Background: an optimization exercise with open tools, aiming at a short achievable clock period. Do not read the settings as production practice.
Power figures rest on the tool's default switching activity, not on a simulated workload.

==> module sel8, before the edit <==
module sel8 (
    input  logic [7:0] s,
    input  logic [7:0] d,
    output logic       y
);
    assign y = |(s & d);
endmodule
==> module dmem_mmio, before the edit <==
module dmem_mmio #(
    parameter int          RAM_WORDS  = 64,
    parameter int          FIFO_DEPTH = 4,
    parameter logic [31:0] MMIO_BASE  = 32'hFFFF_0000
) (
    input  logic        clk,
    input  logic        reset,
    input  logic        memwrite,
    input  logic [31:0] addr,
    input  logic [31:0] writedata,
    output logic [31:0] readdata,
    output logic [7:0]  tx_data,
    output logic        tx_valid,
    input  logic        tx_ready,
    output logic        irq
);
    logic [31:0] r_ram [64];
    logic [31:0] r_count;
    logic [31:0] r_compare;
    logic        r_match;
    logic        r_ovf;
    logic        r_irq_en;
    logic        w_ram_hit;
    logic        w_mmio_hit;
    logic [5:0]  w_word;
    logic        w_wr_compare;
    logic        w_wr_status;
    logic        w_wr_tx;
    logic        w_wr_ctrl;
    logic        w_full;
    logic        w_empty;
    logic [31:0] w_status;
    logic [31:0] w_mmio_rd;
    logic [31:0] w_ram_rd;
    assign w_ram_hit    = addr[31:8] == 24'd0;
    assign w_mmio_hit   = addr[31:8] == MMIO_BASE[31:8];
    assign w_word       = addr[7:2];
    assign w_wr_compare = memwrite & w_mmio_hit & (w_word == 6'd1);
    assign w_wr_status  = memwrite & w_mmio_hit & (w_word == 6'd2);
    assign w_wr_tx      = memwrite & w_mmio_hit & (w_word == 6'd3);
    assign w_wr_ctrl    = memwrite & w_mmio_hit & (w_word == 6'd4);
    localparam int NCOPY = 4;
    logic [7:0] w_lo [NCOPY];
    logic [7:0] w_hi [NCOPY];
    for (genvar c = 0; c < NCOPY; c++) begin : g_dec
        dec3  u_lo (.a(addr[4:2]), .y(w_lo[c]));
        dec3  u_hi (.a(addr[7:5]), .y(w_hi[c]));
    end
    for (genvar b = 0; b < 32; b++) begin : g_bit
        logic [7:0] w_g;
        for (genvar h = 0; h < 8; h++) begin : g_grp
            sel8 u_sel (
                .s (w_lo[b / (32 / NCOPY)]),
                .d ({r_ram[8*h+7][b], r_ram[8*h+6][b], r_ram[8*h+5][b], r_ram[8*h+4][b],
                     r_ram[8*h+3][b], r_ram[8*h+2][b], r_ram[8*h+1][b], r_ram[8*h+0][b]}),
                .y (w_g[h])
            );
        end
        sel8 u_top (.s(w_hi[b / (32 / NCOPY)]), .d(w_g), .y(w_ram_rd[b]));
    end
    always_comb begin
        w_status           = '0;
        w_status[mmio_pkg::ST_MATCH] = r_match;
        w_status[mmio_pkg::ST_FULL]  = w_full;
        w_status[mmio_pkg::ST_EMPTY] = w_empty;
        w_status[mmio_pkg::ST_OVF]   = r_ovf;
        w_mmio_rd = ({32{w_word == 6'd0}} & r_count)   |
                    ({32{w_word == 6'd1}} & r_compare) |
                    ({32{w_word == 6'd2}} & w_status)  |
                    ({32{w_word == 6'd4}} & {31'd0, r_irq_en});
        readdata  = ({32{w_ram_hit}} & w_ram_rd) | ({32{w_mmio_hit}} & w_mmio_rd);
    end
    always_ff @(posedge clk) begin
        if (memwrite & w_ram_hit) r_ram[w_word] <= writedata;
    end
    always_ff @(posedge clk or negedge reset) begin
        if (!reset) begin
            r_count   <= '0;
            r_compare <= mmio_pkg::COMPARE_RST;
            r_match   <= 1'b0;
            r_ovf     <= 1'b0;
            r_irq_en  <= 1'b0;
        end else begin
            r_count <= r_count + 32'd1;
            if (w_wr_compare) r_compare <= writedata;
            r_match <= (r_count == r_compare) | (r_match & ~(w_wr_status & writedata[mmio_pkg::ST_MATCH]));
            r_ovf   <= (w_wr_tx & w_full) | (r_ovf & ~(w_wr_status & writedata[mmio_pkg::ST_OVF]));
            if (w_wr_ctrl) r_irq_en <= writedata[0];
        end
    end
    sync_fifo #(.W(8), .DEPTH(FIFO_DEPTH)) u_fifo (
        .clk   (clk),
        .reset (reset),
        .push  (w_wr_tx & ~w_full),
        .pop   (tx_ready),
        .din   (writedata[7:0]),
        .dout  (tx_data),
        .full  (w_full),
        .empty (w_empty)
    );
    assign tx_valid = ~w_empty;
    assign irq      = r_match & r_irq_en;
endmodule
clock: 6.5 ns
lec_check: 0
abc_clock_period_in_ps: 1000
cap_margin: 20
core_margin: 2
core_utilization: 60
gpl_timing_driven: 1
setup_slack_margin: 4.5
slew_margin: 20
synth_hierarchical: 1
synth_minimum_keep_size: 0
tns_end_percent: 5
run.sh (not shown) runs the stock make flow with config.mk's settings and CLKGATE_MAP_FILE= SYNTH_SCRIPT=/design/flow/synth_recipe.tcl, a recipe that flattens the netlist after the stock synthesis.
Edit:
--- a/flow/design.v
+++ b/flow/design.v
@@ -18,4 +18,31 @@
         for (int i = 0; i < 8; i++) y[i] = a == 3'(i);
 endmodule
+module dec3z (
+    input  logic [26:0] a,
+    output logic [7:0]  y
+);
+    logic zero;
+    assign zero = a[26:3] == 24'd0;
+    always_comb
+        for (int i = 0; i < 8; i++) y[i] = zero & (a[2:0] == 3'(i));
+endmodule
+module aoi22 (
+    input  logic a1, a2, b1, b2,
+    output logic y
+);
+    assign y = ~((a1 & a2) | (b1 & b2));
+endmodule
+module aoi221 (
+    input  logic a1, a2, b1, b2, c,
+    output logic y
+);
+    assign y = ~((a1 & a2) | (b1 & b2) | c);
+endmodule
+module nand4 (
+    input  logic a, b, c, d,
+    output logic y
+);
+    assign y = ~(a & b & c & d);
+endmodule
 module sel8 (
     input  logic [7:0] s,
@@ -23,5 +50,23 @@
     output logic       y
 );
-    assign y = |(s & d);
+    logic [3:0] n;
+    aoi22 u0 (.a1(s[0]), .a2(d[0]), .b1(s[1]), .b2(d[1]), .y(n[0]));
+    aoi22 u1 (.a1(s[2]), .a2(d[2]), .b1(s[3]), .b2(d[3]), .y(n[1]));
+    aoi22 u2 (.a1(s[4]), .a2(d[4]), .b1(s[5]), .b2(d[5]), .y(n[2]));
+    aoi22 u3 (.a1(s[6]), .a2(d[6]), .b1(s[7]), .b2(d[7]), .y(n[3]));
+    nand4 u4 (.a(n[0]), .b(n[1]), .c(n[2]), .d(n[3]), .y(y));
+endmodule
+module sel8m (
+    input  logic [7:0] s,
+    input  logic [7:0] d,
+    input  logic       m,
+    output logic       y
+);
+    logic [3:0] n;
+    aoi22  u0 (.a1(s[0]), .a2(d[0]), .b1(s[1]), .b2(d[1]), .y(n[0]));
+    aoi22  u1 (.a1(s[2]), .a2(d[2]), .b1(s[3]), .b2(d[3]), .y(n[1]));
+    aoi22  u2 (.a1(s[4]), .a2(d[4]), .b1(s[5]), .b2(d[5]), .y(n[2]));
+    aoi221 u3 (.a1(s[6]), .a2(d[6]), .b1(s[7]), .b2(d[7]), .c(m), .y(n[3]));
+    nand4  u4 (.a(n[0]), .b(n[1]), .c(n[2]), .d(n[3]), .y(y));
 endmodule
 module sync_fifo #(
@@ -95,5 +140,5 @@
     logic [31:0] w_status;
     logic [31:0] w_mmio_rd;
-    logic [31:0] w_ram_rd;
+    logic [31:0] w_mm;
     assign w_ram_hit    = addr[31:8] == 24'd0;
     assign w_mmio_hit   = addr[31:8] == MMIO_BASE[31:8];
@@ -103,10 +148,10 @@
     assign w_wr_tx      = memwrite & w_mmio_hit & (w_word == 6'd3);
     assign w_wr_ctrl    = memwrite & w_mmio_hit & (w_word == 6'd4);
-    localparam int NCOPY = 4;
+    localparam int NCOPY = 8;
     logic [7:0] w_lo [NCOPY];
     logic [7:0] w_hi [NCOPY];
     for (genvar c = 0; c < NCOPY; c++) begin : g_dec
         dec3  u_lo (.a(addr[4:2]), .y(w_lo[c]));
-        dec3  u_hi (.a(addr[7:5]), .y(w_hi[c]));
+        dec3z u_hi (.a(addr[31:5]), .y(w_hi[c]));
     end
     for (genvar b = 0; b < 32; b++) begin : g_bit
@@ -120,5 +165,5 @@
             );
         end
-        sel8 u_top (.s(w_hi[b / (32 / NCOPY)]), .d(w_g), .y(w_ram_rd[b]));
+        sel8m u_top (.s(w_hi[b / (32 / NCOPY)]), .d(w_g), .m(w_mm[b]), .y(readdata[b]));
     end
     always_comb begin
@@ -132,5 +177,5 @@
                     ({32{w_word == 6'd2}} & w_status)  |
                     ({32{w_word == 6'd4}} & {31'd0, r_irq_en});
-        readdata  = ({32{w_ram_hit}} & w_ram_rd) | ({32{w_mmio_hit}} & w_mmio_rd);
+        w_mm      = {32{w_mmio_hit}} & w_mmio_rd;
     end
     always_ff @(posedge clk) begin
Power rises by 2.8%.
Worst setup slack improved by 0.16 ns.
Register-to-register slack improved by 0.16 ns.
Clock skew increases by 0.0086 ns.
Hold slack got worse by 0.055 ns.
No functional check of the RTL was part of any run of this note.

[afterwards: timing with drivers on the ports]
No port has a modelled driver above. Below, the same layouts with a new extraction and two added sets of constraints.
Step 1: set_driving_cell puts a clkbuf_16 on clk and a buf_2 on each other input, an assumption about the parent block.
Step 2 times the ports against the registers' clock, not the clock port: input delays grow and output delays shrink by t, the midpoint of the rising clock arrivals with the driver on.
a / b / c = ideal ports / drivers / drivers and shift; a / b = the first two.
| run | shift t [ns] | setup slack, ns | clock arrival spread, ns | worst slew at a driven data input, ns |
|---|---|---|---|---|
| the first run | 0.917 | 1.472 / 1.271 / 1.271 | 0.031 / 0.030 | 0.23 |
| the second run | 0.936 | 1.633 / 1.332 / 1.332 | 0.027 / 0.027 | 0.42 |
After both steps every run listed still meets setup and hold. For the second run, which loses most, drivers alone change the setup slack by -0.301 ns; drivers and shift together by -0.301 ns.
